Context: an optimization exercise on an open-source flow, tuned for small area and a short achievable clock period. The choices shown serve that exercise and are no tape-out recipe. At most, simulation tests tie the RTL to the original design; equivalence was not proved. The RTL of runs 2 to 6 was laid out without a check of its function. Power figures rest on the tool's default switching activity, not on a simulated workload.

==> flow/design.v <==
`timescale 1ns/1ps
package rs_pkg;
  localparam int N_ENT     = 8;
  localparam int ENT_SEL   = 3;
  localparam int TAG_W     = 6;    
  localparam int DATA_W    = 32;
  localparam int SPECTAG_W = 5;
  localparam int AGE_W     = 6;    
  localparam int DLY_W     = 3;    
  localparam int OP_W      = 4;
  typedef enum logic [OP_W-1:0] {
    ALU_ADD  = 4'd0,
    ALU_SUB  = 4'd1,
    ALU_AND  = 4'd2,
    ALU_OR   = 4'd3,
    ALU_XOR  = 4'd4,
    ALU_SLL  = 4'd5,
    ALU_SRL  = 4'd6,
    ALU_SRA  = 4'd7,
    ALU_SLT  = 4'd8,
    ALU_SLTU = 4'd9
  } alu_op_e;
  typedef struct packed {
    logic [TAG_W-1:0]     src_a;
    logic [TAG_W-1:0]     src_b;
    logic [DATA_W-1:0]    imm;
    logic [TAG_W-1:0]     dest;
    logic                 dest_valid;
    alu_op_e              alu_op;
    logic [SPECTAG_W-1:0] spectag;
    logic [AGE_W-1:0]     age;
    logic [DLY_W-1:0]     delay;     
  } rs_payload_t;
  localparam int PL_W = 2*TAG_W + DATA_W + TAG_W + 1 + OP_W + SPECTAG_W + AGE_W + DLY_W;   
  localparam int OFS_DLY  = 0;
  localparam int OFS_AGE  = OFS_DLY + DLY_W;
  localparam int OFS_STAG = OFS_AGE + AGE_W;
  localparam int OFS_OP   = OFS_STAG + SPECTAG_W;
  localparam int OFS_DV   = OFS_OP + OP_W;
  localparam int OFS_DEST = OFS_DV + 1;
  localparam int OFS_IMM  = OFS_DEST + TAG_W;
  localparam int OFS_SRCB = OFS_IMM + DATA_W;
  localparam int OFS_SRCA = OFS_SRCB + TAG_W;
endpackage
`timescale 1ns/1ps
import rs_pkg::*;
module rs_alloc (
  input  logic             disp_valid,
  input  logic [N_ENT-1:0] busy,
  output logic [N_ENT-1:0] we,            
  output logic             full
);
  always_comb
  begin
    for (int i = 0; i < N_ENT; i++)
    begin
      we[i] = disp_valid && !busy[i];
      for (int k = 0; k < i; k++)
        we[i] = we[i] && busy[k];
    end
  end
  assign full = &busy;
endmodule
`timescale 1ns/1ps
import rs_pkg::*;
module rs_entry (
  input  logic                 clk,
  input  logic                 rst,
  input  logic                 we,
  input  rs_pkg::rs_payload_t  wr_payload,
  input  logic                 wr_rdy_a,
  input  logic                 wr_rdy_b,
  input  logic                 wr_specbit,
  input  logic                 grant,
  output logic                 ready,
  output logic                 busy,
  output rs_pkg::rs_payload_t  payload,
  output logic                 specbit_o,
  input  logic                 wk_valid,
  input  logic [TAG_W-1:0]     wk_tag,
  input  logic                 wk_d0,       
  input  logic [DLY_W-1:0]     wk_load,     
  input  logic                 br_valid,
  input  logic                 br_success,
  input  logic [SPECTAG_W-1:0] br_tag
);
  localparam logic [DLY_W-1:0] WAIT = '1;
  rs_pkg::rs_payload_t pl;
  logic             specbit;
  logic [DLY_W-1:0] cnt [2];
  logic [TAG_W-1:0] src_tag [2];
  logic [TAG_W-1:0] new_tag [2];
  logic [1:0]       new_rdy;
  logic [1:0]       hit;
  logic [1:0]       new_hit;
  logic [1:0]       src_rdy;
  logic             br_match;
  logic             kill;
  logic             disp_br_match;
  logic             disp_kill;
  always_comb
  begin
    src_tag[0] = pl.src_a;
    src_tag[1] = pl.src_b;
    new_tag[0] = wr_payload.src_a;
    new_tag[1] = wr_payload.src_b;
    new_rdy    = {wr_rdy_b, wr_rdy_a};
    for (int s = 0; s < 2; s++)
    begin
      hit[s]     = wk_valid && (wk_tag == src_tag[s]);
      new_hit[s] = wk_valid && (wk_tag == new_tag[s]);
      src_rdy[s] = (cnt[s] == WAIT) ? (hit[s] && wk_d0) : (cnt[s] == '0);
    end
  end
  assign br_match      = br_valid && (br_tag == pl.spectag);
  assign kill          = br_match && !br_success && specbit;
  assign disp_br_match = br_valid && (br_tag == wr_payload.spectag);
  assign disp_kill     = disp_br_match && !br_success && wr_specbit;
  always_ff @(posedge clk)
  begin
    if (!rst)
      busy <= 1'b0;
    else if (we)
      busy <= !disp_kill;
    else if (grant || kill)
      busy <= 1'b0;
  end
  always_ff @(posedge clk)
  begin
    if (we)
    begin
      specbit <= wr_specbit && !disp_br_match;
      for (int s = 0; s < 2; s++)
        cnt[s] <= new_rdy[s] ? '0 : new_hit[s] ? wk_load : WAIT;
    end
    else
    begin
      if (br_match && br_success)
        specbit <= 1'b0;
      for (int s = 0; s < 2; s++)
      begin
        if (cnt[s] == WAIT)
        begin
          if (hit[s])
            cnt[s] <= wk_load;
        end
        else if (cnt[s] != '0)
          cnt[s] <= cnt[s] - 1'b1;
      end
    end
  end
  always_ff @(posedge clk)
  begin
    if (we)
      pl <= wr_payload;
  end
  assign ready     = busy && src_rdy[0] && src_rdy[1];
  assign payload   = pl;
  assign specbit_o = specbit;
endmodule
`timescale 1ns/1ps
import rs_pkg::*;
module rs_issue_select (
  input  logic                  clk,
  input  logic [N_ENT-1:0]      we,
  input  logic [N_ENT-1:0]      busy,
  input  logic [AGE_W-1:0]      wr_age,
  input  logic [N_ENT*AGE_W-1:0] ages,       
  input  logic [N_ENT-1:0]      ready,
  output logic [N_ENT-1:0]      grant,
  output logic                  any
);
  logic             older [N_ENT][N_ENT];
  logic [N_ENT-1:0] below;   
  logic [AGE_W:0]   cmp_a, cmp_b;
  logic             cmp_eq;
  logic [N_ENT-1:0] c;       
  always_comb
  begin
    for (int k = 0; k < N_ENT; k++)
    begin
      below[k] = 1'b1;
      for (int m = 0; m <= k; m++)
        below[k] = below[k] && busy[m];
      cmp_a  = {ages[k*AGE_W +: AGE_W], 1'b0};
      cmp_b  = {wr_age, below[k]};
      c[k]   = 1'b0;
      cmp_eq = 1'b1;
      for (int n = AGE_W; n >= 0; n--)
      begin
        c[k]   = c[k] || (cmp_eq && !cmp_a[n] && cmp_b[n]);
        cmp_eq = cmp_eq && (cmp_a[n] == cmp_b[n]);
      end
    end
  end
  always_ff @(posedge clk)
  begin
    for (int i = 0; i < N_ENT; i++)
      for (int j = i + 1; j < N_ENT; j++)
        if (we[j])
          older[i][j] <= c[i];         
        else if (we[i])
          older[i][j] <= !c[j];        
  end
  always_comb
  begin
    for (int j = 0; j < N_ENT; j++)
    begin
      grant[j] = ready[j];
      for (int i = 0; i < N_ENT; i++)
        if (i < j)
          grant[j] = grant[j] && !(ready[i] && older[i][j]);
        else if (i > j)
          grant[j] = grant[j] && !(ready[i] && !older[j][i]);
    end
  end
  assign any = |ready;
endmodule
`timescale 1ns/1ps
import rs_pkg::*;
module rs_alu (
  input  logic                 clk,
  input  logic                 rst,
  input  logic                 disp_valid,
  input  logic [TAG_W-1:0]     disp_src_a,
  input  logic [TAG_W-1:0]     disp_src_b,
  input  logic [TAG_W-1:0]     disp_dest,
  input  logic                 disp_rdy_a,
  input  logic                 disp_rdy_b,
  input  logic [DATA_W-1:0]    disp_imm,
  input  logic                 disp_dest_valid,
  input  logic [OP_W-1:0]      disp_alu_op,
  input  logic [SPECTAG_W-1:0] disp_spectag,
  input  logic                 disp_specbit,
  input  logic [AGE_W-1:0]     disp_age,
  input  logic [DLY_W-1:0]     disp_delay,
  input  logic                 br_valid,
  input  logic                 br_success,
  input  logic [SPECTAG_W-1:0] br_tag,
  output logic                 full,
  output logic                 issue_valid,
  output logic [TAG_W-1:0]     issue_src_a,
  output logic [TAG_W-1:0]     issue_src_b,
  output logic [TAG_W-1:0]     issue_dest,
  output logic [DATA_W-1:0]    issue_imm,
  output logic                 issue_dest_valid,
  output logic [OP_W-1:0]      issue_alu_op,
  output logic [SPECTAG_W-1:0] issue_spectag,
  output logic                 issue_specbit
);
  rs_pkg::rs_payload_t       disp_payload;
  logic [N_ENT*PL_W-1:0]     payloads;
  logic [N_ENT-1:0]          we;
  logic [N_ENT-1:0]          ready;
  logic [N_ENT-1:0]          busy;
  logic [N_ENT-1:0]          specbits;
  logic [N_ENT-1:0]          grant;
  logic                      any;
  logic [N_ENT*AGE_W-1:0]    ages;
  logic [TAG_W-1:0]          iss_dest;
  logic                      iss_dv;
  logic [DLY_W-1:0]          iss_dly;
  logic                      wk_valid;
  logic                      wk_d0;
  logic [DLY_W-1:0]          wk_load;
  always_comb
  begin
    disp_payload.src_a      = disp_src_a;
    disp_payload.src_b      = disp_src_b;
    disp_payload.imm        = disp_imm;
    disp_payload.dest       = disp_dest;
    disp_payload.dest_valid = disp_dest_valid;
    disp_payload.alu_op     = rs_pkg::alu_op_e'(disp_alu_op);
    disp_payload.spectag    = disp_spectag;
    disp_payload.age        = disp_age;
    disp_payload.delay      = disp_delay;
  end
  rs_alloc u_alloc (
    .disp_valid (disp_valid),
    .busy       (busy),
    .we         (we),
    .full       (full)
  );
  assign wk_valid = issue_valid && iss_dv;
  assign wk_d0    = (iss_dly == '0);
  assign wk_load  = wk_d0 ? '0 : iss_dly - 1'b1;
  genvar g;
  generate
    for (g = 0; g < N_ENT; g++)
    begin : g_ent
      rs_entry u_ent (
        .clk        (clk),
        .rst        (rst),
        .we         (we[g]),
        .wr_payload (disp_payload),
        .wr_rdy_a   (disp_rdy_a),
        .wr_rdy_b   (disp_rdy_b),
        .wr_specbit (disp_specbit),
        .grant      (grant[g]),
        .ready      (ready[g]),
        .busy       (busy[g]),
        .payload    (payloads[g*PL_W +: PL_W]),
        .specbit_o  (specbits[g]),
        .wk_valid   (wk_valid),
        .wk_tag     (iss_dest),
        .wk_d0      (wk_d0),
        .wk_load    (wk_load),
        .br_valid   (br_valid),
        .br_success (br_success),
        .br_tag     (br_tag)
      );
    end
  endgenerate
  always_comb
  begin
    for (int i = 0; i < N_ENT; i++)
    begin
      ages[i*AGE_W +: AGE_W] = payloads[i*PL_W+OFS_AGE +: AGE_W];
    end
  end
  rs_issue_select u_sel (
    .clk    (clk),
    .we     (we),
    .busy   (busy),
    .wr_age (disp_age),
    .ages   (ages),
    .ready  (ready),
    .grant  (grant),
    .any    (any)
  );
  always_ff @(posedge clk)
  begin
    if (!rst)
      issue_valid <= 1'b0;
    else
      issue_valid <= any;
  end
  always_ff @(posedge clk)
  begin
    logic [PL_W-1:0] p;
    logic            sb;
    p  = '0;
    sb = 1'b0;
    for (int i = 0; i < N_ENT; i++)
    begin
      p  = p  | ({PL_W{grant[i]}} & payloads[i*PL_W +: PL_W]);
      sb = sb | (grant[i] & specbits[i]);
    end
    issue_src_a   <= p[OFS_SRCA +: TAG_W];
    issue_src_b   <= p[OFS_SRCB +: TAG_W];
    issue_imm     <= p[OFS_IMM +: DATA_W];
    issue_alu_op  <= p[OFS_OP +: OP_W];
    issue_spectag <= p[OFS_STAG +: SPECTAG_W];
    iss_dest      <= p[OFS_DEST +: TAG_W];
    iss_dv        <= p[OFS_DV];
    iss_dly       <= p[OFS_DLY +: DLY_W];
    issue_specbit <= sb;
  end
  assign issue_dest       = iss_dest;
  assign issue_dest_valid = iss_dv;
endmodule
==> flow/flow/run.sh <==
#!/bin/bash
# Standard layout, with plain buffers on the ports and sizing not tied to cell footprints.
set -euo pipefail
bash standard.sh BUFFER_PORTS_ARGS="-buffer_cell sky130_fd_sc_hd__buf_2" MATCH_CELL_FOOTPRINT=0 finish > flow_make.log 2>&1
==> flow/standard.sh <==
#!/bin/bash
# synth_recipe.tcl (not shown) runs the flow's synth.tcl, then flattens the netlist and writes it again
# the make line also repeats each setting of config.mk as NAME=value (left out here)
make -C /OpenROAD-flow-scripts/flow DESIGN_CONFIG=/design/flow/config.mk WORK_HOME=/design/flow/orfs CLKGATE_MAP_FILE= SYNTH_SCRIPT=/design/flow/synth_recipe.tcl "${@:-finish}"
==> flow/config.mk <==
export PLATFORM = sky130hd
export DESIGN_NAME = rs_alu
export DESIGN_NICKNAME = rs_alu
export VERILOG_FILES = /design/flow/design.v
export SDC_FILE = /design/flow/constraint.sdc
export NUM_CORES = 4
export LEC_CHECK = 0
export CAP_MARGIN = 20
export CORE_MARGIN = 2
export CORE_UTILIZATION = 60
export SETUP_SLACK_MARGIN = 5.0
export SLEW_MARGIN = 20
export TNS_END_PERCENT = 0
==> flow/constraint.sdc <==
create_clock -name core_clock -period 7.5 [get_ports {clk}]
set_input_delay 1.5000 -clock core_clock [delete_from_list [all_inputs] [get_ports {clk}]]
set_output_delay 1.5000 -clock core_clock [all_outputs]
set_load 0.01 [all_outputs]
==> results.toml, run 1 <==
[setup_path]
start_kind = "register"
cp-startpoint = "iss_dest[4]$_DFF_P_"
r2r_end = "g_ent[4].u_ent.busy$_SDFFE_PN0P_"
critical_path_arrival_ns = 3.82
endpoint = "g_ent[4].u_ent.busy$_SDFFE_PN0P_"
cp_max_fo = 11
cp-end-kind = "register"
rr_worst_depth = 11
critPathRequiredTime_ns = 8.03
critPathKind = "reg -> reg"
rr_startpoint = "iss_dest[4]$_DFF_P_"
reg2reg_setup_slack_ns = 4.20

[logic_synthesis]
synthArstFlopShare = 0
ys_ff_latch = 709
synth_compound_gate_area_share = 0.0992
ys_types = 81
synth_warnings = 8
synth_fp_nets = 2213
syn_inst = 2073
synth_top_family_by_area = "compound AO/OA/AOI/OAI gates"
ys_seq_area_frac = 0.694
netlist_area_um2 = 29600
synth_mux_area_frac = 0.0108
synth_area_per_cell_um2 = 14.3
synth_xor_area_frac = 0.0461
synthSimpleGateAreaFrac = 0.0849
synth_top_flop_cell = "edfxtp_1"
synth_edf_count = 636
synth_fa_ha_area_frac = 0.0334

[power]
p_leak_nw = 12.2
p_comb_frac = 0.096
p_switching_mw = 2.15
peakVddDrop_uv = 330
seq_power_share = 0.512
p_clk_frac = 0.392
power_per_cell_area_nw_per_um2 = 261
p_sw_frac = 0.238
intPower_mw = 6.89

[floorplanning]
rows = 81
die_area_um2 = 51100
start_util = 0.606
fp.dieW_um = 226
io_pins = 145
die_h_um = 226
coreArea_um2 = 48800

[global_routing]
grt_pass1_wl_um = 124000
grt_max_degree = 66
grt_pass1_vias = 18700
grt_antenna_before_repair = 9
globalRoute.totalOverflow = 0
grt.total_usage = 0.340

[sta]
slew_viol_final = 0
fmax_ghz = 0.303
setup_tns_ns = 0
fin_ws_ns = 4.20
setup_viol = 0
timing.final.crit_period_ns = 3.30
fin_crit_sh = 0.439
finalHoldViolCount = 0
tightestPinTransition_ns = 1.25
hold_ws_ns = 0.442
max_slew_margin = 0.164
rsz0062_at_grt = "true"
skew_ns = 0.0260

[finish]
mostFrequentLayoutCells = "edfxtp_1 (636), nand2_1 (200), buf_2 (142)"
drive_gt1_frac = 0.206
fillerInstances = 3354
layout.nets = 2423
layout_commonest_cell = "edfxtp_1"
area_delta_synth_final_pct = 17.0
finalNonFillerCells = 3005

[routing]
drcViolationCount = 0
drtAntennaViolNets = 0
first_pass_iters = 6
vias_per_cell = 6.49
avgRoutedWirePerCell_um = 29.1
drt_wl_total_um = 87400
vias = 19500
initialDrtViolationCount = 2473

[clock_tree]
holdBufCountCts = 0
cts_root_buffer = "clkbuf_16"
clk_pin_slew_ns = 0.07
clockBufferDepth = 3
clock_latency_ns = 0.63
cts_tree = "done"
cts.sinks = 709
cts_max_level = 3
numCtsBuffers = 72

[placed_design]
io_buffer_count = 144
dp_slack_ns = 2.86
hpwl_um = 49600
routabilityCongestion = 0.946
dp_cells = 2796

[hold_path]
min_path_type = "reg -> reg"

[run_status]
status = "complete, no violations"

[flow_run]
cap_violations = 0
==> critical path, stage by stage (launching register included) <==
cell and delay [ns]:
dfxtp_2 0.36, buf_12 0.16, buf_12 0.15, xor2_1 0.29, nor4_2 0.10, a32oi_1 0.36
nor2_4 0.14, a2bb2oi_1 0.51, and4b_4 0.57, buf_6 0.27, o22ai_1 0.09, and2_1 0.16
==> layer usage <==
| metal | global-route usage | vias up | share of wire | routed length (um) |
|---|---|---|---|---|
| met5 | 0 | - | 0.00065 | 57 |
| met4 | 0.150 | 10 | 0.044 | 3840 |
| met3 | 0.0726 | 217 | 0.092 | 8020 |
| met2 | 0.530 | 1051 | 0.47 | 41000 |
| met1 | 0.466 | 9749 | 0.40 | 34500 |
| li1 | - | 8463 | - | - |
==> flip-flops by register name (all words and copies together) (netlist names) <==
name                 flops
g_ent.u_ent.pl         552
g_ent.u_ent.cnt         48
issue_imm               32
u_sel.older             28
g_ent.u_ent.busy         8
g_ent.u_ent.specbit      8
iss_dest                 6
issue_src_a              6
issue_src_b              6
issue_spectag            5
issue_alu_op             4
iss_dly                  3
iss_dv                   1
issue_specbit            1
issue_valid              1
==> power by group through the flow <==
stage,sequential (mW),combinational (mW),clock (mW)
floorplan,4.68,0.551,0
global placement,4.70,0.764,0
detailed placement,4.71,0.797,0
CTS,4.62,0.838,3.57
global route,4.64,0.960,3.72
finish,4.63,0.865,3.54
==> cells by family after synthesis <==
family,count (synthesis)
AO/OA/AOI/OAI,398
XOR/XNOR,155
adder cells (fa/ha/maj),84
buffers and inverters,190
flip-flops,709
multiplexers,32
AND/OR/NAND/NOR,505
==> how the worst min path moves through the flow <==
stage / from / end / cells past startpoint
6_report: g_ent[3].u_ent.pl[47]$_DFFE_PP_ / issue_imm[22]$_DFF_P_ / 2
3_5_place_dp: g_ent[3].u_ent.pl[50]$_DFFE_PP_ / issue_imm[25]$_DFF_P_ / 2
2_1_floorplan: g_ent[3].u_ent.pl[19]$_DFFE_PP_ / iss_dest[0]$_DFF_P_ / 2
5_1_grt: g_ent[3].u_ent.pl[55]$_DFFE_PP_ / issue_imm[30]$_DFF_P_ / 2
4_1_cts: g_ent[3].u_ent.pl[47]$_DFFE_PP_ / issue_imm[22]$_DFF_P_ / 2
3_3_place_gp: g_ent[3].u_ent.pl[49]$_DFFE_PP_ / issue_imm[24]$_DFF_P_ / 2
==> cell type report <==
type                    count  area (um^2)  area share
inverters                  78          344     0.00994
clock inverters            35          349      0.0101
repair inverters            4         20.0    0.000578
flip-flops and latches    709        20600       0.595
multi-input cells        1180         8690       0.251
diodes                      4         10.0    0.000289
well taps                 664          831      0.0240
clock buffers              93         1960      0.0567
repair buffers            238         1830      0.0528
==> what timing repair did <==
item	CTS	global route
pin swaps	31	25
cloned	13	4
endpoints found under the setup margin	781	748
gates resized for setup	130	51
hold endpoints to repair	0	0
buffers inserted	49	10
==> synth_stat cells (6+ instances only) <==
cell,n,area share
a21oi_1,49,0.0083
a222oi_1,62,0.021
a22oi_1,134,0.034
a31oi_1,6,0.0013
and2_1,12,0.0025
and3_1,9,0.0019
and4_1,11,0.0033
buf_2,37,0.0063
buf_4,6,0.0015
buf_6,19,0.0072
clkbuf_1,47,0.0060
dfxtp_1,73,0.049
edfxtp_1,636,0.64
ha_1,58,0.025
inv_1,73,0.0093
maj3_1,23,0.0078
mux2i_1,32,0.011
nand2_1,205,0.026
nand2b_1,8,0.0017
nand3_1,17,0.0029
nand4_1,90,0.019
nor2_1,60,0.0076
nor2b_1,14,0.0030
nor3_1,35,0.0059
nor3b_1,9,0.0023
nor4_1,12,0.0025
o211ai_1,18,0.0046
o21ai_0,72,0.012
o22ai_1,8,0.0017
xnor2_1,88,0.026
xor2_1,66,0.020
==> per-stage QoR <==
step | instance area (um^2) | util | total power [mW]
after floorplan | 29700 | - | 5.23
after global placement | 30800 | 0.631 | 5.46
after detailed placement | 30800 | 0.631 | 5.51
after CTS | 34200 | 0.700 | 9.03
after global routing | 34600 | 0.709 | 9.32
final | 34600 | 0.709 | 9.04
==> inputs of run 2 (changes only) <==
--- a/flow/design.v
+++ b/flow/design.v
@@ -335,10 +335,11 @@
     else
       issue_valid <= any;
   end
-  always_ff @(posedge clk)
+  logic [N_ENT-1:0] iss_sel;
+  logic [PL_W-1:0]  p;
+  logic             sb;
+  always_comb
   begin
-    logic [PL_W-1:0] p;
-    logic            sb;
     p  = '0;
     sb = 1'b0;
     for (int i = 0; i < N_ENT; i++)
@@ -346,16 +347,31 @@
       p  = p  | ({PL_W{grant[i]}} & payloads[i*PL_W +: PL_W]);
       sb = sb | (grant[i] & specbits[i]);
     end
-    issue_src_a   <= p[OFS_SRCA +: TAG_W];
-    issue_src_b   <= p[OFS_SRCB +: TAG_W];
-    issue_imm     <= p[OFS_IMM +: DATA_W];
-    issue_alu_op  <= p[OFS_OP +: OP_W];
-    issue_spectag <= p[OFS_STAG +: SPECTAG_W];
+  end
+  always_ff @(posedge clk)
+  begin
+    iss_sel       <= grant;
     iss_dest      <= p[OFS_DEST +: TAG_W];
     iss_dv        <= p[OFS_DV];
     iss_dly       <= p[OFS_DLY +: DLY_W];
     issue_specbit <= sb;
   end
+  always_comb
+  begin
+    issue_src_a   = '0;
+    issue_src_b   = '0;
+    issue_imm     = '0;
+    issue_alu_op  = '0;
+    issue_spectag = '0;
+    for (int i = 0; i < N_ENT; i++)
+    begin
+      issue_src_a   = issue_src_a   | ({TAG_W{iss_sel[i]}}     & payloads[i*PL_W+OFS_SRCA +: TAG_W]);
+      issue_src_b   = issue_src_b   | ({TAG_W{iss_sel[i]}}     & payloads[i*PL_W+OFS_SRCB +: TAG_W]);
+      issue_imm     = issue_imm     | ({DATA_W{iss_sel[i]}}    & payloads[i*PL_W+OFS_IMM +: DATA_W]);
+      issue_alu_op  = issue_alu_op  | ({OP_W{iss_sel[i]}}      & payloads[i*PL_W+OFS_OP +: OP_W]);
+      issue_spectag = issue_spectag | ({SPECTAG_W{iss_sel[i]}} & payloads[i*PL_W+OFS_STAG +: SPECTAG_W]);
+    end
+  end
   assign issue_dest       = iss_dest;
   assign issue_dest_valid = iss_dv;
 endmodule
--- a/flow/config.mk
+++ b/flow/config.mk
@@ -8,6 +8,9 @@
 export CAP_MARGIN = 20
 export CORE_MARGIN = 2
 export CORE_UTILIZATION = 60
+export CTS_BUF_LIST = sky130_fd_sc_hd__clkbuf_16
+export CTS_CLUSTER_DIAMETER = 100
+export CTS_CLUSTER_SIZE = 20
 export SETUP_SLACK_MARGIN = 5.0
 export SLEW_MARGIN = 20
 export TNS_END_PERCENT = 0
==> run 2 against run 1 <==
Net effect: still clean; total power decreased by 19%; critical path depth is 7 lower; via count down 2.5%; synthesized cell count shrank 1.2%.
==> results.toml, run 2 <==
[clock_tree]
cts_tree = "done"
holdBufCountCts = 0
clock_latency_ns = 0.60
clk_pin_slew_ns = 0.09
numCtsBuffers = 39
cts_max_level = 2
cts.sinks = 664
cts_root_buffer = "clkbuf_16"
clockBufferDepth = 3

[power]
power_mw = 7.35
p_switching_mw = 1.80
p_leak_nw = 11.2
peakVddDrop_uv = 237
intPower_mw = 5.55
p_comb_frac = 0.111
p_clk_frac = 0.294
p_sw_frac = 0.245
power_per_cell_area_nw_per_um2 = 226
seq_power_share = 0.595

[placed_design]
dp_cells = 2731
routabilityCongestion = 0.951
hpwl_um = 46100
dp_slack_ns = 3.17
io_buffer_count = 144
dpl-instance-area_um2 = 29900

[sta]
fin_crit_sh = 0.450
fin_ws_ns = 4.13
hold_ws_ns = 0.498
setup_viol = 0
max_slew_margin = 0.281
timing.final.crit_period_ns = 3.37
setup_tns_ns = 0
slew_viol_final = 0
rsz0062_at_grt = "true"
fmax_ghz = 0.296
finalHoldViolCount = 0
tightestPinTransition_ns = 1.08
skew_ns = 0.0195

[finish]
post-route-cell-area_um2 = 32600
area_delta_synth_final_pct = 13.5
drive_gt1_frac = 0.180
layout.nets = 2357
top_register = "g_ent.u_ent.pl"
mostFrequentLayoutCells = "edfxtp_1 (636), a22oi_1 (162), buf_2 (142)"
final_core_util = 0.687
reg.largest.list = "g_ent.u_ent.pl: 552 flops, g_ent.u_ent.cnt: 48 flops, u_sel.older: 28 flops"
layout_commonest_cell = "edfxtp_1"
finalNonFillerCells = 2851
largest_reg_flops = 552

[routing]
drcViolationCount = 0
drtAntennaViolNets = 0
initialDrtViolationCount = 2435
avgRoutedWirePerCell_um = 30.3
vias = 19000
first_pass_iters = 6
drt_wl_total_um = 86200
vias_per_cell = 6.66

[global_routing]
globalRoute.totalOverflow = 0
grt_max_degree = 57
grt.total_usage = 0.343
grt_antenna_before_repair = 7
grt_pass1_vias = 18400
grt_pass1_wl_um = 123000

[logic_synthesis]
yosysTopAreaCell = "edfxtp_1"
ys_ff_latch = 664
yosysMostFrequentCell = "edfxtp_1"
ys_types = 75
synth.cells.most_frequent = "edfxtp_1 (636), a22oi_1 (221), nand2_1 (132)"
synth_edf_count = 636
synthArstFlopShare = 0
synth_top_flop_cell = "edfxtp_1"
ys_seq_area_frac = 0.685
syn_inst = 2049
synth_fp_nets = 2189
netlist_area_um2 = 28700
synth_area_per_cell_um2 = 14.0
synth_warnings = 8
synth_area_leaders = "edfxtp_1 (67%), a22oi_1 (5.8%), xnor2_1 (2.7%)"
yosys.area.top_type_share = 0.665

[floorplanning]
coreArea_um2 = 47400
die_area_um2 = 49600
io_pins = 145
rows = 80
die_h_um = 223
fp.dieW_um = 223
start_util = 0.605

[setup_path]
worst_path_dominant_cell_family = "buffers and inverters"
cp_max_fo = 14
critical_path_arrival_ns = 1.87
start_kind = "register"
cp.buffers_inverters = 2
worstSetupPathDepth = 4
critPathKind = "reg -> out"
critPathRequiredTime_ns = 6.00
slowest_delay_ns = 0.37
rr_worst_depth = 10
cp-end-kind = "primary output"
path_cells = "buf_12, a22oi_1, nand4_1, buf_2"
cp_slowest_cell = "dfxtp_4"

[hold_path]
hold_path_depth = 2
min_path_type = "reg -> reg"

[flow_run]
cap_violations = 0

[run_status]
status = "complete, no violations"
run 2: changes by cell type after synthesis, moves of 16 or more:
cell	previous run	this run
dfxtp_1	73	28
nand3_1	17	49
nand2_1	205	132
a21oi_1	49	82
a22oi_1	134	221
buf_2	37	8
a222oi_1	62	11
nand4_1	90	72
o211ai_1	18	2
clkbuf_1	47	78
run 2: worst paths after layout:
check,from,end,slack [ns]
worst max-delay path,iss_sel[0]$_DFF_P_,issue_src_b[0],4.13
worst min-delay path,g_ent[2].u_ent.pl[24]$_DFFE_PP_,iss_dest[5]$_DFF_P_,0.50
worst max register to register,iss_dly[0]$_DFF_P_,iss_dest[5]$_DFF_P_,4.19
worst min register to register,g_ent[2].u_ent.pl[24]$_DFFE_PP_,iss_dest[5]$_DFF_P_,0.50
run 2: layer usage:
metal	up-vias	global-route usage	routed length (um)
met5	-	0	33
met4	6	0.120	3540
met3	192	0.0649	8090
met2	1039	0.545	40000
met1	9536	0.478	34500
li1	8225	-	-
run 2: final cells by class:
| class | count | area (um^2) |
|---|---|---|
| Antenna cell | 4 | 10.0 |
| Clock buffer | 40 | 1000 |
| Clock inverter | 16 | 90.1 |
| Fill cell | 3305 | 14900 |
| Inverter | 96 | 408 |
| Multi-Input combinational cell | 1183 | 8580 |
| Sequential cell | 664 | 19700 |
| Tap cell | 615 | 769 |
| Timing Repair Buffer | 231 | 2010 |
| Timing Repair inverter | 2 | 10.0 |
run 2: cell families (layout without fill, tap and decap cells):
| group | after synthesis | count (layout) | share of synthesized area |
|---|---|---|---|
| adder cells (fa/ha/maj) | 77 | 77 | 0.0321 |
| AND/OR/NAND/NOR | 448 | 449 | 0.0806 |
| XOR/XNOR | 155 | 155 | 0.0473 |
| buffers and inverters | 203 | 385 | 0.0311 |
| other | 0 | 4 | 0 |
| AO/OA/AOI/OAI | 472 | 472 | 0.114 |
| flip-flops | 664 | 664 | 0.685 |
| multiplexers | 30 | 30 | 0.0105 |
run 2: power groups by stage:
| stage | registers (mW) | clock network, mW | logic [mW] |
|---|---|---|---|
| 2_1_floorplan | 4.43 | 0 | 0.559 |
| 3_3_place_gp | 4.45 | 0 | 0.758 |
| 3_5_place_dp | 4.46 | 0 | 0.785 |
| 4_1_cts | 4.37 | 2.18 | 0.799 |
| 5_1_grt | 4.39 | 2.29 | 0.914 |
| 6_report | 4.38 | 2.16 | 0.814 |
run 2: worst reg2reg max path, cell delays in order (launching register included):
cell and delay [ns]:
dfxtp_1 0.35, nor2_1 0.29, ha_4 0.30, and3_4 0.33, nand4_1 0.13, o31a_1 0.36
or2_1 0.34, o32a_1 0.25, and4b_4 0.28, a222oi_1 0.43, nand4bb_1 0.14
run 2: what timing repair did:
item	CTS	global route
pin swaps	15	15
cloned	26	5
gates resized for setup	102	47
setup endpoints to repair	711	660
setup buffers	26	3
==> inputs of run 3 (changes only) <==
--- a/flow/config.mk
+++ b/flow/config.mk
@@ -10,7 +10,7 @@
 export CORE_UTILIZATION = 60
 export CTS_BUF_LIST = sky130_fd_sc_hd__clkbuf_16
 export CTS_CLUSTER_DIAMETER = 100
-export CTS_CLUSTER_SIZE = 20
+export CTS_CLUSTER_SIZE = 25
 export SETUP_SLACK_MARGIN = 5.0
 export SLEW_MARGIN = 20
 export TNS_END_PERCENT = 0
==> run 3 against run 2 <==
Net effect: via count shrank 0.86%; critical endpoint unchanged; cell count fell by 0.32%; first-iteration DRC count up 3.5%; register-to-register slack worse by 0.07 ns; highest routed layer unchanged; still clean; total power down 3.9%; die area unchanged; clock power is 13% lower; utilization fell by 0.85 points.
==> results.toml, run 3 <==
[finish]
fillerInstances = 3346
finalNonFillerCells = 2842
reg.largest.list = "g_ent.u_ent.pl: 552 flops, g_ent.u_ent.cnt: 48 flops, u_sel.older: 28 flops"
final_core_util = 0.678
drive_gt1_frac = 0.166
largest_reg_flops = 552
layout.nets = 2340
top_register = "g_ent.u_ent.pl"
post-route-cell-area_um2 = 32200
area_delta_synth_final_pct = 12.1
layout_commonest_cell = "edfxtp_1"
mostFrequentLayoutCells = "edfxtp_1 (636), a22oi_1 (172), buf_2 (144)"

[clock_tree]
clockBufferDepth = 3
cts_root_buffer = "clkbuf_16"
cts_max_level = 1
clock_latency_ns = 0.63
cts_tree = "done"
numCtsBuffers = 30
clk_pin_slew_ns = 0.10
cts.sinks = 664

[sta]
timing.final.crit_period_ns = 3.46
finalHoldViolCount = 0
max_slew_margin = 0.259
tightestPinTransition_ns = 1.11
fmax_ghz = 0.289
setup_tns_ns = 0
hold_ws_ns = 0.518
setup_viol = 0
skew_ns = 0.0214
rsz0062_at_grt = "true"
fin_ws_ns = 4.04
slew_viol_final = 0
fin_crit_sh = 0.461

[routing]
vias = 18800
drcViolationCount = 0
drt_wl_total_um = 84300
avgRoutedWirePerCell_um = 29.7
first_pass_iters = 5
vias_per_cell = 6.63
initialDrtViolationCount = 2521
drtAntennaViolNets = 0

[setup_path]
critPathKind = "reg -> out"
slowest_delay_ns = 0.43
path_cells = "buf_12, a22oi_2, nand4_1, buf_2"
critPathRequiredTime_ns = 6.00
rr_worst_depth = 8
cp_slowest_cell = "dfxtp_4"
worst_path_dominant_cell_family = "buffers and inverters"
cp_max_fo = 7
cp.buffers_inverters = 2
rr_startpoint = "iss_dv$_DFF_P_"
critical_path_arrival_ns = 1.96
reg2reg_setup_slack_ns = 4.12
cp-end-kind = "primary output"
start_kind = "register"
r2r_end = "iss_dly[2]$_DFF_P_"

[global_routing]
globalRoute.totalOverflow = 0
grt.total_usage = 0.329
grt_pass1_wl_um = 120000
grt_pass1_vias = 18100
grt_antenna_before_repair = 8
grt_max_degree = 57

[logic_synthesis]
ys_types = 75
yosys.area.top_type_share = 0.665
yosysTopAreaCell = "edfxtp_1"
synth.cells.most_frequent = "edfxtp_1 (636), a22oi_1 (221), nand2_1 (132)"
synth_area_leaders = "edfxtp_1 (67%), a22oi_1 (5.8%), xnor2_1 (2.7%)"
syn_inst = 2049
synth_fp_nets = 2189
synth_warnings = 8
ys_seq_area_frac = 0.685
synthArstFlopShare = 0
synth_area_per_cell_um2 = 14.0
ys_ff_latch = 664
netlist_area_um2 = 28700
yosysMostFrequentCell = "edfxtp_1"
synth_top_flop_cell = "edfxtp_1"
synth_edf_count = 636

[floorplanning]
die_h_um = 223
fp.dieW_um = 223
die_area_um2 = 49600
rows = 80
coreArea_um2 = 47400
io_pins = 145
start_util = 0.605

[placed_design]
dpl-instance-area_um2 = 29900
dp_slack_ns = 3.17
dp_cells = 2731
routabilityCongestion = 0.951
hpwl_um = 46100
io_buffer_count = 144

[power]
intPower_mw = 5.33
peakVddDrop_uv = 270
p_clk_frac = 0.266
power_per_cell_area_nw_per_um2 = 220
p_sw_frac = 0.245
p_switching_mw = 1.73
p_leak_nw = 11.1
p_comb_frac = 0.114
power_mw = 7.07
seq_power_share = 0.619

[hold_path]
hold_path_depth = 2
min_from = "g_ent[5].u_ent.pl[22]$_DFFE_PP_"
holdPathEnd = "iss_dest[3]$_DFF_P_"
min_path_type = "reg -> reg"

[run_status]
status = "complete, no violations"

[flow_run]
cap_violations = 0
[run 3: power groups by stage]
stage	Sequential [mW]	Clock [mW]	Combinational [mW]
2_1_floorplan	4.43	0	0.559
3_3_place_gp	4.45	0	0.758
3_5_place_dp	4.46	0	0.785
4_1_cts	4.37	1.89	0.798
5_1_grt	4.39	2.01	0.910
6_report	4.38	1.88	0.808
[run 3: tightest hold or removal path, cell delays in order, from the launching register on]
cell,delay (ns)
edfxtp_1,0.33
a222oi_1,0.06
nand4bb_1,0.10
[run 3: logic make-up (layout without fill, tap and decap cells)]
| logic type | count (synthesis) | in the layout | synth area share |
|---|---|---|---|
| other | 0 | 3 | 0 |
| XOR/XNOR | 155 | 155 | 0.0473 |
| flip-flops | 664 | 664 | 0.685 |
| adder cells (fa/ha/maj) | 77 | 77 | 0.0321 |
| AO/OA/AOI/OAI | 472 | 472 | 0.114 |
| buffers and inverters | 203 | 378 | 0.0311 |
| AND/OR/NAND/NOR | 448 | 448 | 0.0806 |
| multiplexers | 30 | 30 | 0.0105 |
[run 3: area by class of cell]
class                   count  area [um^2]  area share
flip-flops and latches    664        19700       0.612
clock inverters            25          101     0.00315
repair inverters            2         10.0    0.000311
repair buffers            224         1920      0.0595
diodes                      3         7.51    0.000233
multi-input cells        1182         8490       0.264
inverters                  96          407      0.0126
well taps                 615          769      0.0239
clock buffers              31          776      0.0241
[run 3: worst max path at each step]
| stage | from | end | cells after the start | slack (ns) |
|---|---|---|---|---|
| floorplan | disp_valid | u_sel.older[15]$_DFFE_PP_ | 6 | 3.81 |
| global placement | disp_valid | g_ent[5].u_ent.pl[28]$_DFFE_PP_ | 4 | 3.30 |
| detailed placement | disp_valid | g_ent[5].u_ent.pl[28]$_DFFE_PP_ | 4 | 3.17 |
| CTS | iss_sel[3]$_DFF_P_ | issue_src_b[0] | 4 | 4.09 |
| global route | iss_sel[7]$_DFF_P_ | issue_imm[4] | 5 | 4.06 |
| finish | iss_sel[3]$_DFF_P_ | issue_src_b[0] | 4 | 4.04 |
[run 3: timing repair]
action / 4_1_cts / 5_1_grt
hold buffers: 0 / 0
buffers inserted: 14 / 14
cloned: 16 / 7
setup endpoints to repair: 691 / 710
resized for setup: 81 / 46
pin swaps: 9 / 7
[run 3: per-layer routing]
layer / track usage / share of wire / vias to the layer above
li1: - / - / 8192
met1: 0.469 / 0.40 / 9500
met2: 0.534 / 0.48 / 967
met3: 0.0471 / 0.091 / 165
met4: 0.0957 / 0.030 / 10
met5: 0 / 0.00069 / -
==> inputs of run 4 (changes only) <==
--- a/flow/design.v
+++ b/flow/design.v
@@ -47,8 +47,7 @@
 module rs_alloc (
   input  logic             disp_valid,
   input  logic [N_ENT-1:0] busy,
-  output logic [N_ENT-1:0] we,            
-  output logic             full
+  output logic [N_ENT-1:0] we             
 );
   always_comb
   begin
@@ -59,7 +58,6 @@
         we[i] = we[i] && busy[k];
     end
   end
-  assign full = &busy;
 endmodule
 `timescale 1ns/1ps
 import rs_pkg::*;
@@ -74,11 +72,12 @@
   input  logic                 grant,
   output logic                 ready,
   output logic                 busy,
+  output logic                 busy_nx,     
   output rs_pkg::rs_payload_t  payload,
   output logic                 specbit_o,
-  input  logic                 wk_valid,
-  input  logic [TAG_W-1:0]     wk_tag,
+  input  logic                 wk_valid,    
   input  logic                 wk_d0,       
+  input  logic [TAG_W-1:0]     wk_tag,
   input  logic [DLY_W-1:0]     wk_load,     
   input  logic                 br_valid,
   input  logic                 br_success,
@@ -91,7 +90,7 @@
   logic [TAG_W-1:0] src_tag [2];
   logic [TAG_W-1:0] new_tag [2];
   logic [1:0]       new_rdy;
-  logic [1:0]       hit;
+  logic [1:0]       eq;
   logic [1:0]       new_hit;
   logic [1:0]       src_rdy;
   logic             br_match;
@@ -107,28 +106,28 @@
     new_rdy    = {wr_rdy_b, wr_rdy_a};
     for (int s = 0; s < 2; s++)
     begin
-      hit[s]     = wk_valid && (wk_tag == src_tag[s]);
+      eq[s]      = (wk_tag == src_tag[s]);
       new_hit[s] = wk_valid && (wk_tag == new_tag[s]);
-      src_rdy[s] = (cnt[s] == WAIT) ? (hit[s] && wk_d0) : (cnt[s] == '0);
+      src_rdy[s] = (cnt[s] == WAIT) ? (wk_valid && wk_d0 && eq[s]) : (cnt[s] == '0);
     end
   end
   assign br_match      = br_valid && (br_tag == pl.spectag);
   assign kill          = br_match && !br_success && specbit;
   assign disp_br_match = br_valid && (br_tag == wr_payload.spectag);
   assign disp_kill     = disp_br_match && !br_success && wr_specbit;
+  assign busy_nx = we ? !disp_kill : (busy && !kill);
   always_ff @(posedge clk)
   begin
     if (!rst)
       busy <= 1'b0;
-    else if (we)
-      busy <= !disp_kill;
-    else if (grant || kill)
-      busy <= 1'b0;
+    else
+      busy <= busy_nx && !grant;
   end
   always_ff @(posedge clk)
   begin
-    if (we)
+    if (!busy)
     begin
+      pl      <= wr_payload;
       specbit <= wr_specbit && !disp_br_match;
       for (int s = 0; s < 2; s++)
         cnt[s] <= new_rdy[s] ? '0 : new_hit[s] ? wk_load : WAIT;
@@ -141,7 +140,7 @@
       begin
         if (cnt[s] == WAIT)
         begin
-          if (hit[s])
+          if (wk_valid && eq[s])
             cnt[s] <= wk_load;
         end
         else if (cnt[s] != '0)
@@ -149,11 +148,6 @@
       end
     end
   end
-  always_ff @(posedge clk)
-  begin
-    if (we)
-      pl <= wr_payload;
-  end
   assign ready     = busy && src_rdy[0] && src_rdy[1];
   assign payload   = pl;
   assign specbit_o = specbit;
@@ -162,7 +156,6 @@
 import rs_pkg::*;
 module rs_issue_select (
   input  logic                  clk,
-  input  logic [N_ENT-1:0]      we,
   input  logic [N_ENT-1:0]      busy,
   input  logic [AGE_W-1:0]      wr_age,
   input  logic [N_ENT*AGE_W-1:0] ages,       
@@ -197,9 +190,9 @@
   begin
     for (int i = 0; i < N_ENT; i++)
       for (int j = i + 1; j < N_ENT; j++)
-        if (we[j])
+        if (!busy[j])
           older[i][j] <= c[i];         
-        else if (we[i])
+        else if (!busy[i])
           older[i][j] <= !c[j];        
   end
   always_comb
@@ -253,6 +246,7 @@
   logic [N_ENT-1:0]          we;
   logic [N_ENT-1:0]          ready;
   logic [N_ENT-1:0]          busy;
+  logic [N_ENT-1:0]          busy_nx;
   logic [N_ENT-1:0]          specbits;
   logic [N_ENT-1:0]          grant;
   logic                      any;
@@ -278,8 +272,7 @@
   rs_alloc u_alloc (
     .disp_valid (disp_valid),
     .busy       (busy),
-    .we         (we),
-    .full       (full)
+    .we         (we)
   );
   assign wk_valid = issue_valid && iss_dv;
   assign wk_d0    = (iss_dly == '0);
@@ -299,6 +292,7 @@
         .grant      (grant[g]),
         .ready      (ready[g]),
         .busy       (busy[g]),
+        .busy_nx    (busy_nx[g]),
         .payload    (payloads[g*PL_W +: PL_W]),
         .specbit_o  (specbits[g]),
         .wk_valid   (wk_valid),
@@ -320,7 +314,6 @@
   end
   rs_issue_select u_sel (
     .clk    (clk),
-    .we     (we),
     .busy   (busy),
     .wr_age (disp_age),
     .ages   (ages),
@@ -331,9 +324,15 @@
   always_ff @(posedge clk)
   begin
     if (!rst)
+    begin
       issue_valid <= 1'b0;
+      full        <= 1'b0;
+    end
     else
+    begin
       issue_valid <= any;
+      full        <= !any && (&busy_nx);
+    end
   end
   logic [N_ENT-1:0] iss_sel;
   logic [PL_W-1:0]  p;
--- a/flow/config.mk
+++ b/flow/config.mk
@@ -10,7 +10,7 @@
 export CORE_UTILIZATION = 60
 export CTS_BUF_LIST = sky130_fd_sc_hd__clkbuf_16
 export CTS_CLUSTER_DIAMETER = 100
-export CTS_CLUSTER_SIZE = 25
+export CTS_CLUSTER_SIZE = 20
 export SETUP_SLACK_MARGIN = 5.0
 export SLEW_MARGIN = 20
 export TNS_END_PERCENT = 0
==> run 4 against run 3 <==
Net effect: worst setup slack better by 0.070 ns; global-route usage is 0.80 points higher; non-clock buffer count is 21 higher; register-to-register slack better by 0.07 ns; sequential power is 1% higher; critical path depth stayed put; critical endpoint is now issue_src_a[1].
==> results.toml, run 4 <==
[finish]
layout_commonest_cell = "edfxtp_1"
top_register = "g_ent.u_ent.pl"
drive_gt1_frac = 0.174
largest_reg_flops = 552
layout.nets = 2381
final_core_util = 0.688
fillerInstances = 3325
post-route-cell-area_um2 = 32700
mostFrequentLayoutCells = "edfxtp_1 (636), a22oi_1 (171), nand2_1 (141), buf_2 (141)"
reg.largest.list = "g_ent.u_ent.pl: 552 flops, g_ent.u_ent.cnt: 48 flops, u_sel.older: 28 flops"
area_delta_synth_final_pct = 13.5
finalNonFillerCells = 2872

[sta]
setup_viol = 0
fin_crit_sh = 0.451
hold_ws_ns = 0.467
fin_ws_ns = 4.11
tightestPinTransition_ns = 1.16
slew_viol_final = 0
setup_tns_ns = 0
max_slew_margin = 0.229
rsz0062_at_grt = "true"
finalHoldViolCount = 0
fmax_ghz = 0.295
timing.final.crit_period_ns = 3.39
skew_ns = 0.0230

[flow_run]
cap_violations = 0

[routing]
first_pass_iters = 7
vias = 19100
vias_per_cell = 6.67
drt_wl_total_um = 84400
avgRoutedWirePerCell_um = 29.4
drcViolationCount = 0
drtAntennaViolNets = 0
initialDrtViolationCount = 2434

[floorplanning]
fp.dieW_um = 223
rows = 80
coreArea_um2 = 47500
start_util = 0.606
io_pins = 145
die_area_um2 = 49800
die_h_um = 223

[placed_design]
hpwl_um = 45300
io_buffer_count = 144
routabilityCongestion = 0.928
dp_cells = 2747
dpl-instance-area_um2 = 30100
dp_slack_ns = 3.63

[setup_path]
rr_startpoint = "issue_valid$_SDFF_PN0_"
critPathKind = "reg -> out"
cp-startpoint = "iss_sel[0]$_DFF_P_"
cp_max_fo = 11
critPathRequiredTime_ns = 6.00
start_kind = "register"
cp-end-kind = "primary output"
critical_path_arrival_ns = 1.89

[clock_tree]
clockBufferDepth = 3
cts_root_buffer = "clkbuf_16"
cts_max_level = 2
numCtsBuffers = 39
cts_tree = "done"
holdBufCountCts = 0
clk_pin_slew_ns = 0.09
clock_latency_ns = 0.61
cts.sinks = 665

[logic_synthesis]
synth.cells.most_frequent = "edfxtp_1 (636), a22oi_1 (219), nand2_1 (142)"
synth_top_flop_cell = "edfxtp_1"
yosysMostFrequentCell = "edfxtp_1"
synth_fp_nets = 2210
synthArstFlopShare = 0
netlist_area_um2 = 28800
yosysTopAreaCell = "edfxtp_1"
yosys.area.top_type_share = 0.663
ys_types = 73
synth_area_per_cell_um2 = 13.9
ys_seq_area_frac = 0.683
synth_edf_count = 636
synth_area_leaders = "edfxtp_1 (66%), a22oi_1 (5.7%), xnor2_1 (3.5%)"
ys_ff_latch = 665
synth_warnings = 8
syn_inst = 2070

[hold_path]
min_path_type = "reg -> reg"
min_from = "g_ent[6].u_ent.pl[23]$_DFFE_PN_"

[run_status]
status = "complete, no violations"

[power]
peakVddDrop_uv = 264
power_per_cell_area_nw_per_um2 = 215
p_leak_nw = 11.9
power_mw = 7.02

[global_routing]
grt.total_usage = 0.337
grt_pass1_wl_um = 122000
grt_max_degree = 61
globalRoute.totalOverflow = 0
grt_pass1_vias = 18500
grt_antenna_before_repair = 7
[run 4: path summary, 6_finish.rpt]
check                         to  cells after the start  slack, ns
max reg2reg   iss_dly[1]$_DFF_P_                      8       4.19
min          iss_dest[4]$_DFF_P_                      1       0.47
min reg2reg  iss_dest[4]$_DFF_P_                      1       0.47
max               issue_src_a[1]                      4       4.11
[run 4: layout make-up]
| cell class | count | area [um^2] | share of cell area |
|---|---|---|---|
| timing repair buffer | 245 | 2130 | 0.0652 |
| inverter | 82 | 334 | 0.0102 |
| sequential | 665 | 19700 | 0.603 |
| clock inverter | 16 | 110 | 0.00337 |
| antenna | 2 | 5.00 | 0.000153 |
| multi-input combinational | 1207 | 8640 | 0.264 |
| tap | 615 | 769 | 0.0235 |
| timing repair inverter | 1 | 5.00 | 0.000153 |
| clock buffer | 39 | 976 | 0.0299 |
[run 4: kinds of logic (layout without fill, tap and decap cells)]
kind of cell    after synthesis  in the layout  synth area share
flops                       665            665             0.683
other cells                   0              2                 0
buf+inv                     198            383            0.0299
xor+xnor                    156            156            0.0477
simple gates                476            476            0.0820
fa+ha+maj                    82             82            0.0336
compound gates              470            470             0.116
mux                          23             23           0.00799
[run 4: worst max-delay path, cell delays in order, from the launching register on]
cell and delay, ns:
dfxtp_4 0.37, buf_12 0.16, a22oi_2 0.17, nand4_1 0.31, buf_2 0.26
[run 4: power breakdown]
group	internal (mW)	switching (mW)	total, mW
Combinational	0.156	0.263	0.419
Sequential	4.31	0.130	4.44
Clock	0.959	1.20	2.16
[run 4: repair_timing]
item                       CTS  global route
gates resized for setup     73            43
cloned                      27             1
pin swaps                    4             7
setup endpoints to repair  168           171
setup buffers               34             6
[run 4: routing by layer]
layer	up-vias	track usage	share of wire
met2	1008	0.539	0.47
met3	196	0.0644	0.091
met4	10	0.128	0.039
met5	-	0	0.00075
met1	9621	0.465	0.40
li1	8309	-	-
==> inputs of run 5 (changes only) <==
--- a/flow/config.mk
+++ b/flow/config.mk
@@ -10,7 +10,7 @@
 export CORE_UTILIZATION = 60
 export CTS_BUF_LIST = sky130_fd_sc_hd__clkbuf_16
 export CTS_CLUSTER_DIAMETER = 100
-export CTS_CLUSTER_SIZE = 20
+export CTS_CLUSTER_SIZE = 25
 export SETUP_SLACK_MARGIN = 5.0
 export SLEW_MARGIN = 20
 export TNS_END_PERCENT = 0
==> run 5 against run 4 <==
Net effect: clock skew is 0.00094 ns lower; register-to-register slack worse by 0.04 ns; wire length is 0.52% higher; die area stayed put; worst setup slack worse by 0.012 ns; still clean; cell count hardly changed; highest routed layer unchanged; largest cell class unchanged.
==> results.toml, run 5 <==
[global_routing]
grt_antenna_before_repair = 6
grt.total_usage = 0.335
grt_pass1_vias = 18300
grt_max_degree = 61
grt_pass1_wl_um = 121000
globalRoute.totalOverflow = 0

[setup_path]
cp-end-kind = "primary output"
critical_path_arrival_ns = 1.90
rr_startpoint = "issue_valid$_SDFF_PN0_"
start_kind = "register"
rr_worst_depth = 8
critPathRequiredTime_ns = 6.00
cp_max_fo = 11
critPathKind = "reg -> out"
cp-startpoint = "iss_sel[3]$_DFF_P_"

[routing]
vias_per_cell = 6.65
initialDrtViolationCount = 2369
vias = 19100
drt_wl_total_um = 84800
drtAntennaViolNets = 0
avgRoutedWirePerCell_um = 29.5
first_pass_iters = 5
drcViolationCount = 0

[logic_synthesis]
synth_edf_count = 636
synth_top_family_by_area = "compound AO/OA/AOI/OAI gates"
synth_fp_nets = 2210
synthArstFlopShare = 0
netlist_area_um2 = 28800
synth_warnings = 8
synth_area_per_cell_um2 = 13.9
yosysMostFrequentCell = "edfxtp_1"
synthSimpleGateAreaFrac = 0.0820
synth.cells.most_frequent = "edfxtp_1 (636), a22oi_1 (219), nand2_1 (142)"
synth_xor_area_frac = 0.0477
yosys.area.top_type_share = 0.663
ys_ff_latch = 665
synth_fa_ha_area_frac = 0.0336
yosysTopAreaCell = "edfxtp_1"
synth_top_flop_cell = "edfxtp_1"
ys_seq_area_frac = 0.683
synth_area_leaders = "edfxtp_1 (66%), a22oi_1 (5.7%), xnor2_1 (3.5%)"
ys_types = 73
synth_mux_area_frac = 0.00799
synth_compound_gate_area_share = 0.116
syn_inst = 2070

[sta]
hold_ws_ns = 0.470
max_slew_margin = 0.228
timing.final.crit_period_ns = 3.40
fin_ws_ns = 4.10
finalHoldViolCount = 0
fin_crit_sh = 0.453
slew_viol_final = 0
fmax_ghz = 0.294
setup_viol = 0
rsz0062_at_grt = "true"
setup_tns_ns = 0
skew_ns = 0.0221
tightestPinTransition_ns = 1.16

[clock_tree]
cts_root_buffer = "clkbuf_16"
clock_latency_ns = 0.63
clk_pin_slew_ns = 0.09
numCtsBuffers = 30
cts_max_level = 1
clockBufferDepth = 3
cts.sinks = 665
cts_tree = "done"

[run_status]
status = "complete, no violations"

[placed_design]
dpl-instance-area_um2 = 30100
routabilityCongestion = 0.928
dp_slack_ns = 3.63
hpwl_um = 45300
io_buffer_count = 144

[finish]
layout.nets = 2376
area_delta_synth_final_pct = 13.3
reg.largest.list = "g_ent.u_ent.pl: 552 flops, g_ent.u_ent.cnt: 48 flops, u_sel.older: 28 flops"
drive_gt1_frac = 0.180
mostFrequentLayoutCells = "edfxtp_1 (636), a22oi_1 (146), nand2_1 (141), buf_2 (141)"
largest_reg_flops = 552
layout_commonest_cell = "edfxtp_1"
top_register = "g_ent.u_ent.pl"
post-route-cell-area_um2 = 32600

[floorplanning]
fp.dieW_um = 223
io_pins = 145
die_area_um2 = 49800
start_util = 0.606
coreArea_um2 = 47500
rows = 80
die_h_um = 223

[hold_path]
min_path_type = "reg -> reg"
hold_path_depth = 1
min_from = "g_ent[6].u_ent.pl[0]$_DFFE_PN_"

[power]
peakVddDrop_uv = 241
power_per_cell_area_nw_per_um2 = 206
power_mw = 6.74
p_leak_nw = 11.9

[flow_run]
cap_violations = 0
==> run 5: through the flow <==
stage | std cells | util
final | 2874 | 0.687
after global routing | 2873 | 0.686
after CTS | 2862 | 0.677
after detailed placement | 2747 | 0.634
after global placement | 2747 | 0.634
after floorplan | 2070 | -
==> run 5: kinds of logic (layout without fill, tap and decap cells) <==
family          count (synthesis)  in the layout
simple gates                  476            476
xor+xnor                      156            156
flops                         665            665
fa+ha+maj                      82             82
mux                            23             23
buf+inv                       198            386
other cells                     0              1
compound gates                470            470
==> run 5: layout make-up <==
class / count / area [um^2]
Antenna cell: 1 / 2.50
Clock buffer: 31 / 776
Clock inverter: 23 / 91.3
Fill cell: 3325 / 14900
Inverter: 82 / 330
Multi-Input combinational cell: 1207 / 8760
Sequential cell: 665 / 19700
Tap cell: 615 / 769
Timing Repair Buffer: 249 / 2190
Timing Repair inverter: 1 / 5.00
==> run 5: path summary, 6_finish.rpt <==
path | endpoint | slack (ns)
worst min register to register | iss_dly[0]$_DFF_P_ | 0.47
worst max register to register | issue_specbit$_DFF_P_ | 4.15
worst min-delay path | iss_dly[0]$_DFF_P_ | 0.47
worst max-delay path | issue_src_a[4] | 4.10
==> run 5: worst max-delay path: stages, from the launching register on <==
cell and delay [ns]:
dfxtp_4 0.38, buf_16 0.16, buf_4 0.17, a22oi_2 0.16
nand4_1 0.20, buf_4 0.21
==> run 5: routing by layer <==
layer / vias to the layer above / global-route usage / share of wire
met5: - / 0 / 0.00072
met4: 10 / 0.117 / 0.039
met3: 186 / 0.0620 / 0.093
met2: 1033 / 0.536 / 0.47
met1: 9579 / 0.465 / 0.40
li1: 8300 / - / -
==> run 5: where the power goes <==
group	internal, mW	switching, mW	leakage [nW]	total, mW
combinational	0.157	0.263	4.48	0.420
clock	0.754	1.12	0.504	1.88
sequential	4.31	0.131	6.93	4.44
==> run 5: repair_timing <==
item | CTS | global route
resized for setup | 63 | 75
cloned | 28 | 4
hold buffers | 0 | 0
endpoints found under the setup margin | 168 | 177
buffers inserted | 33 | 7
pin swaps | 7 | 13
==> inputs of run 6 (changes only) <==
--- a/flow/design.v
+++ b/flow/design.v
@@ -76,7 +76,7 @@
   output rs_pkg::rs_payload_t  payload,
   output logic                 specbit_o,
   input  logic                 wk_valid,    
-  input  logic                 wk_d0,       
+  input  logic                 wk_fast,     
   input  logic [TAG_W-1:0]     wk_tag,
   input  logic [DLY_W-1:0]     wk_load,     
   input  logic                 br_valid,
@@ -108,7 +108,7 @@
     begin
       eq[s]      = (wk_tag == src_tag[s]);
       new_hit[s] = wk_valid && (wk_tag == new_tag[s]);
-      src_rdy[s] = (cnt[s] == WAIT) ? (wk_valid && wk_d0 && eq[s]) : (cnt[s] == '0);
+      src_rdy[s] = (cnt[s] == WAIT) ? (wk_fast && eq[s]) : (cnt[s] == '0);
     end
   end
   assign br_match      = br_valid && (br_tag == pl.spectag);
@@ -254,8 +254,8 @@
   logic [TAG_W-1:0]          iss_dest;
   logic                      iss_dv;
   logic [DLY_W-1:0]          iss_dly;
-  logic                      wk_valid;
-  logic                      wk_d0;
+  logic                      wk_valid;    
+  logic                      wk_fast;     
   logic [DLY_W-1:0]          wk_load;
   always_comb
   begin
@@ -274,9 +274,7 @@
     .busy       (busy),
     .we         (we)
   );
-  assign wk_valid = issue_valid && iss_dv;
-  assign wk_d0    = (iss_dly == '0);
-  assign wk_load  = wk_d0 ? '0 : iss_dly - 1'b1;
+  assign wk_load  = (iss_dly == '0) ? '0 : iss_dly - 1'b1;
   genvar g;
   generate
     for (g = 0; g < N_ENT; g++)
@@ -297,7 +295,7 @@
         .specbit_o  (specbits[g]),
         .wk_valid   (wk_valid),
         .wk_tag     (iss_dest),
-        .wk_d0      (wk_d0),
+        .wk_fast    (wk_fast),
         .wk_load    (wk_load),
         .br_valid   (br_valid),
         .br_success (br_success),
@@ -337,14 +335,20 @@
   logic [N_ENT-1:0] iss_sel;
   logic [PL_W-1:0]  p;
   logic             sb;
+  logic             gv;
+  logic             gf;
   always_comb
   begin
     p  = '0;
     sb = 1'b0;
+    gv = 1'b0;
+    gf = 1'b0;
     for (int i = 0; i < N_ENT; i++)
     begin
       p  = p  | ({PL_W{grant[i]}} & payloads[i*PL_W +: PL_W]);
       sb = sb | (grant[i] & specbits[i]);
+      gv = gv | (grant[i] & payloads[i*PL_W+OFS_DV]);
+      gf = gf | (grant[i] & payloads[i*PL_W+OFS_DV] & (payloads[i*PL_W+OFS_DLY +: DLY_W] == '0));
     end
   end
   always_ff @(posedge clk)
@@ -354,6 +358,8 @@
     iss_dv        <= p[OFS_DV];
     iss_dly       <= p[OFS_DLY +: DLY_W];
     issue_specbit <= sb;
+    wk_valid      <= rst && gv;
+    wk_fast       <= rst && gf;
   end
   always_comb
   begin
--- a/flow/config.mk
+++ b/flow/config.mk
@@ -10,7 +10,7 @@
 export CORE_UTILIZATION = 60
 export CTS_BUF_LIST = sky130_fd_sc_hd__clkbuf_16
 export CTS_CLUSTER_DIAMETER = 100
-export CTS_CLUSTER_SIZE = 25
+export CTS_CLUSTER_SIZE = 20
 export SETUP_SLACK_MARGIN = 5.0
 export SLEW_MARGIN = 20
 export TNS_END_PERCENT = 0
==> run 6 against run 5 <==
Net effect: clock skew fell by 0.0025 ns; largest power group unchanged; critical path type unchanged; synthesized cell count rose by 0.63%; global-route usage fell by 0.79 points; wire length fell by 3.1%; still clean on timing, DRC and antenna; first-iteration DRC count fell by 6.8%.
==> results.toml, run 6 <==
[finish]
reg.largest.list = "g_ent.u_ent.pl: 552 flops, g_ent.u_ent.cnt: 48 flops, u_sel.older: 28 flops"
top_register = "g_ent.u_ent.pl"
layout.nets = 2354
area_delta_synth_final_pct = 10.7
layout_commonest_cell = "edfxtp_1"
mostFrequentLayoutCells = "edfxtp_1 (636), a22oi_1 (222), buf_2 (143)"
post-route-cell-area_um2 = 32200
final_core_util = 0.674
drive_gt1_frac = 0.145
fillerInstances = 3387
finalNonFillerCells = 2847
largest_reg_flops = 552

[global_routing]
grt_pass1_wl_um = 119000
grt_pass1_vias = 18100
grt.total_usage = 0.327
grt_max_degree = 61
grt_antenna_before_repair = 11
globalRoute.totalOverflow = 0

[sta]
setup_tns_ns = 0
finalHoldViolCount = 0
hold_ws_ns = 0.484
timing.final.crit_period_ns = 3.36
fin_crit_sh = 0.448
skew_ns = 0.0196
max_slew_margin = 0.283
rsz0062_at_grt = "true"
fin_ws_ns = 4.14
setup_viol = 0
slew_viol_final = 0
fmax_ghz = 0.297
tightestPinTransition_ns = 1.08

[routing]
initialDrtViolationCount = 2209
drcViolationCount = 0
vias = 18900
first_pass_iters = 5
avgRoutedWirePerCell_um = 28.9
drtAntennaViolNets = 0
vias_per_cell = 6.64
drt_wl_total_um = 82200

[logic_synthesis]
syn_inst = 2083
ys_types = 74
synth_top_flop_cell = "edfxtp_1"
synth_edf_count = 636
yosysMostFrequentCell = "edfxtp_1"
yosys.area.top_type_share = 0.657
yosysTopAreaCell = "edfxtp_1"
synth_warnings = 8
synth.cells.most_frequent = "edfxtp_1 (636), a22oi_1 (228), nand2_1 (118)"
synth_area_per_cell_um2 = 14.0
netlist_area_um2 = 29100
synth_area_leaders = "edfxtp_1 (66%), a22oi_1 (5.9%), xor2_1 (2.9%)"
synthArstFlopShare = 0
synth_fp_nets = 2223
ys_seq_area_frac = 0.678
ys_ff_latch = 667

[setup_path]
path_cells = "buf_12, a22oi_2, nand4_1, buf_2"
critPathKind = "reg -> out"
worst_path_dominant_cell_family = "flip-flops"
start_kind = "register"
rr_worst_depth = 9
slowest_delay_ns = 0.43
rr_startpoint = "iss_dest[5]$_DFF_P_"
cp.buffers_inverters = 2
cp-end-kind = "primary output"
critPathRequiredTime_ns = 6.00
cp_slowest_cell = "dfxtp_4"
critical_path_arrival_ns = 1.86
r2r_end = "iss_dest[1]$_DFF_P_"
cp_max_fo = 7
reg2reg_setup_slack_ns = 4.14

[run_status]
status = "complete, no violations"

[power]
seq_power_share = 0.632
power_per_cell_area_nw_per_um2 = 219
power_mw = 7.04
p_comb_frac = 0.060
peakVddDrop_uv = 224
p_switching_mw = 1.58
p_clk_frac = 0.308
p_sw_frac = 0.224
p_leak_nw = 12.1
intPower_mw = 5.46

[clock_tree]
cts_root_buffer = "clkbuf_16"
cts_tree = "done"
cts_max_level = 2
clock_latency_ns = 0.60
cts.sinks = 667
numCtsBuffers = 39
clk_pin_slew_ns = 0.08
clockBufferDepth = 3

[hold_path]
hold_path_depth = 1
holdPathEnd = "iss_dest[1]$_DFF_P_"
min_path_type = "reg -> reg"
min_from = "g_ent[7].u_ent.pl[20]$_DFFE_PN_"

[floorplanning]
rows = 80
io_pins = 145
fp.dieW_um = 224
start_util = 0.609
coreArea_um2 = 47700
die_h_um = 224
die_area_um2 = 50200

[flow_run]
cap_violations = 0

[placed_design]
routabilityCongestion = 0.947
dpl-instance-area_um2 = 30300
dp_slack_ns = 3.46
io_buffer_count = 144
hpwl_um = 47700
dp_cells = 2767
run 6: cell count changes after synthesis, sizes merged, moves of 10 or more:
cell | previous run | this run
nor2b | 10 | 20
nor4 | 14 | 25
and3 | 4 | 33
a21boi | 18 | 5
xor2 | 40 | 98
a2111o | 11 | 1
xnor2 | 116 | 55
mux2i | 23 | 33
nand2 | 143 | 118
nand4 | 116 | 78
and2 | 6 | 17
nand3 | 33 | 51
run 6: how the worst max path moves through the flow:
stage	from	end	cells past startpoint
2_1_floorplan	disp_age[0]	u_sel.older[28]$_DFFE_PP_	7
3_3_place_gp	disp_age[0]	u_sel.older[14]$_DFFE_PP_	9
3_5_place_dp	disp_age[0]	u_sel.older[15]$_DFFE_PP_	9
4_1_cts	iss_sel[0]$_DFF_P_	issue_src_a[5]	4
5_1_grt	iss_sel[0]$_DFF_P_	issue_src_a[5]	4
6_report	iss_sel[0]$_DFF_P_	issue_src_a[5]	4
run 6: power groups by stage:
stage / clock, mW / sequential (mW) / combinational, mW
floorplan: 0 / 4.48 / 0.255
global placement: 0 / 4.52 / 0.394
detailed placement: 0 / 4.53 / 0.407
CTS: 2.19 / 4.44 / 0.415
global route: 2.31 / 4.47 / 0.464
finish: 2.17 / 4.45 / 0.421
run 6: cells by family after synthesis:
kind of cell	synth area share
flip-flops	0.678
AND/OR/NAND/NOR	0.0860
AO/OA/AOI/OAI	0.114
buffers and inverters	0.0303
XOR/XNOR	0.0463
adder cells (fa/ha/maj)	0.0343
multiplexers	0.0114
run 6: area by class of cell:
type                    count  area [um^2]  share of cell area
repair buffers            197         1520              0.0472
repair inverters            1         5.00            0.000156
diodes                      4         10.0            0.000311
well taps                 615          769              0.0239
clock inverters            16          138             0.00428
multi-input cells        1217         8650               0.269
flip-flops and latches    667        19800               0.614
inverters                  91          363              0.0113
clock buffers              39          976              0.0303
run 6: repair_timing:
item                       4_1_cts  5_1_grt
cloned                          14        2
pin swaps                        3        3
setup endpoints to repair      207      181
setup buffers                    3        2
hold endpoints to repair         0        0
resized for setup               72        9
hold buffers                     0        0
run 6: layer usage:
layer / GRT usage / vias to the layer above / part of all wire
met2: 0.523 / 1000 / 0.47
met3: 0.0593 / 154 / 0.093
met4: 0.102 / 12 / 0.029
li1: - / 8302 / -
met1: 0.461 / 9425 / 0.40
met5: 0 / - / 0.00089

[separate check: timing with driven ports]
In the flow no input, the clock included, has a driving cell. The finished layouts below were timed again as built, in two steps.
Step 1 sets driving cells, clkbuf_16 on the clock port and buf_2 on the other inputs (assumed; they add their load-dependent delay and slew).
Step 2, shift: input delay + t, output delay - t, t = (earliest + latest rising clock arrival at the registers) / 2. This alone moves slack from input paths to output paths.
Slacks: ideal ports / drivers / drivers and shift; pairs: ideal ports / drivers.
run	t (ns)	setup slack, ns	worst setup path after step 2	worst register clock-pin slew, ns	cell pins on the clock port's net
run 1	0.683	4.204 / 4.204 / 3.609	input to register	0.07 / 0.07	1
run 2	0.651	4.126 / 4.064 / 3.596	input to register	0.10 / 0.10	1
run 3	0.679	4.045 / 3.985 / 3.541	input to register	0.11 / 0.11	1
run 4	0.655	4.115 / 4.059 / 3.663	input to register	0.09 / 0.09	1
run 5	0.680	4.103 / 4.046 / 3.640	input to register	0.11 / 0.11	1
run 6	0.656	4.137 / 4.072 / 3.603	input to register	0.10 / 0.10	1
After both steps setup and hold are still met in every run listed. The setup slack of run 1, which loses most, moves by 0.000 ns with the drivers and by -0.595 ns with both steps.
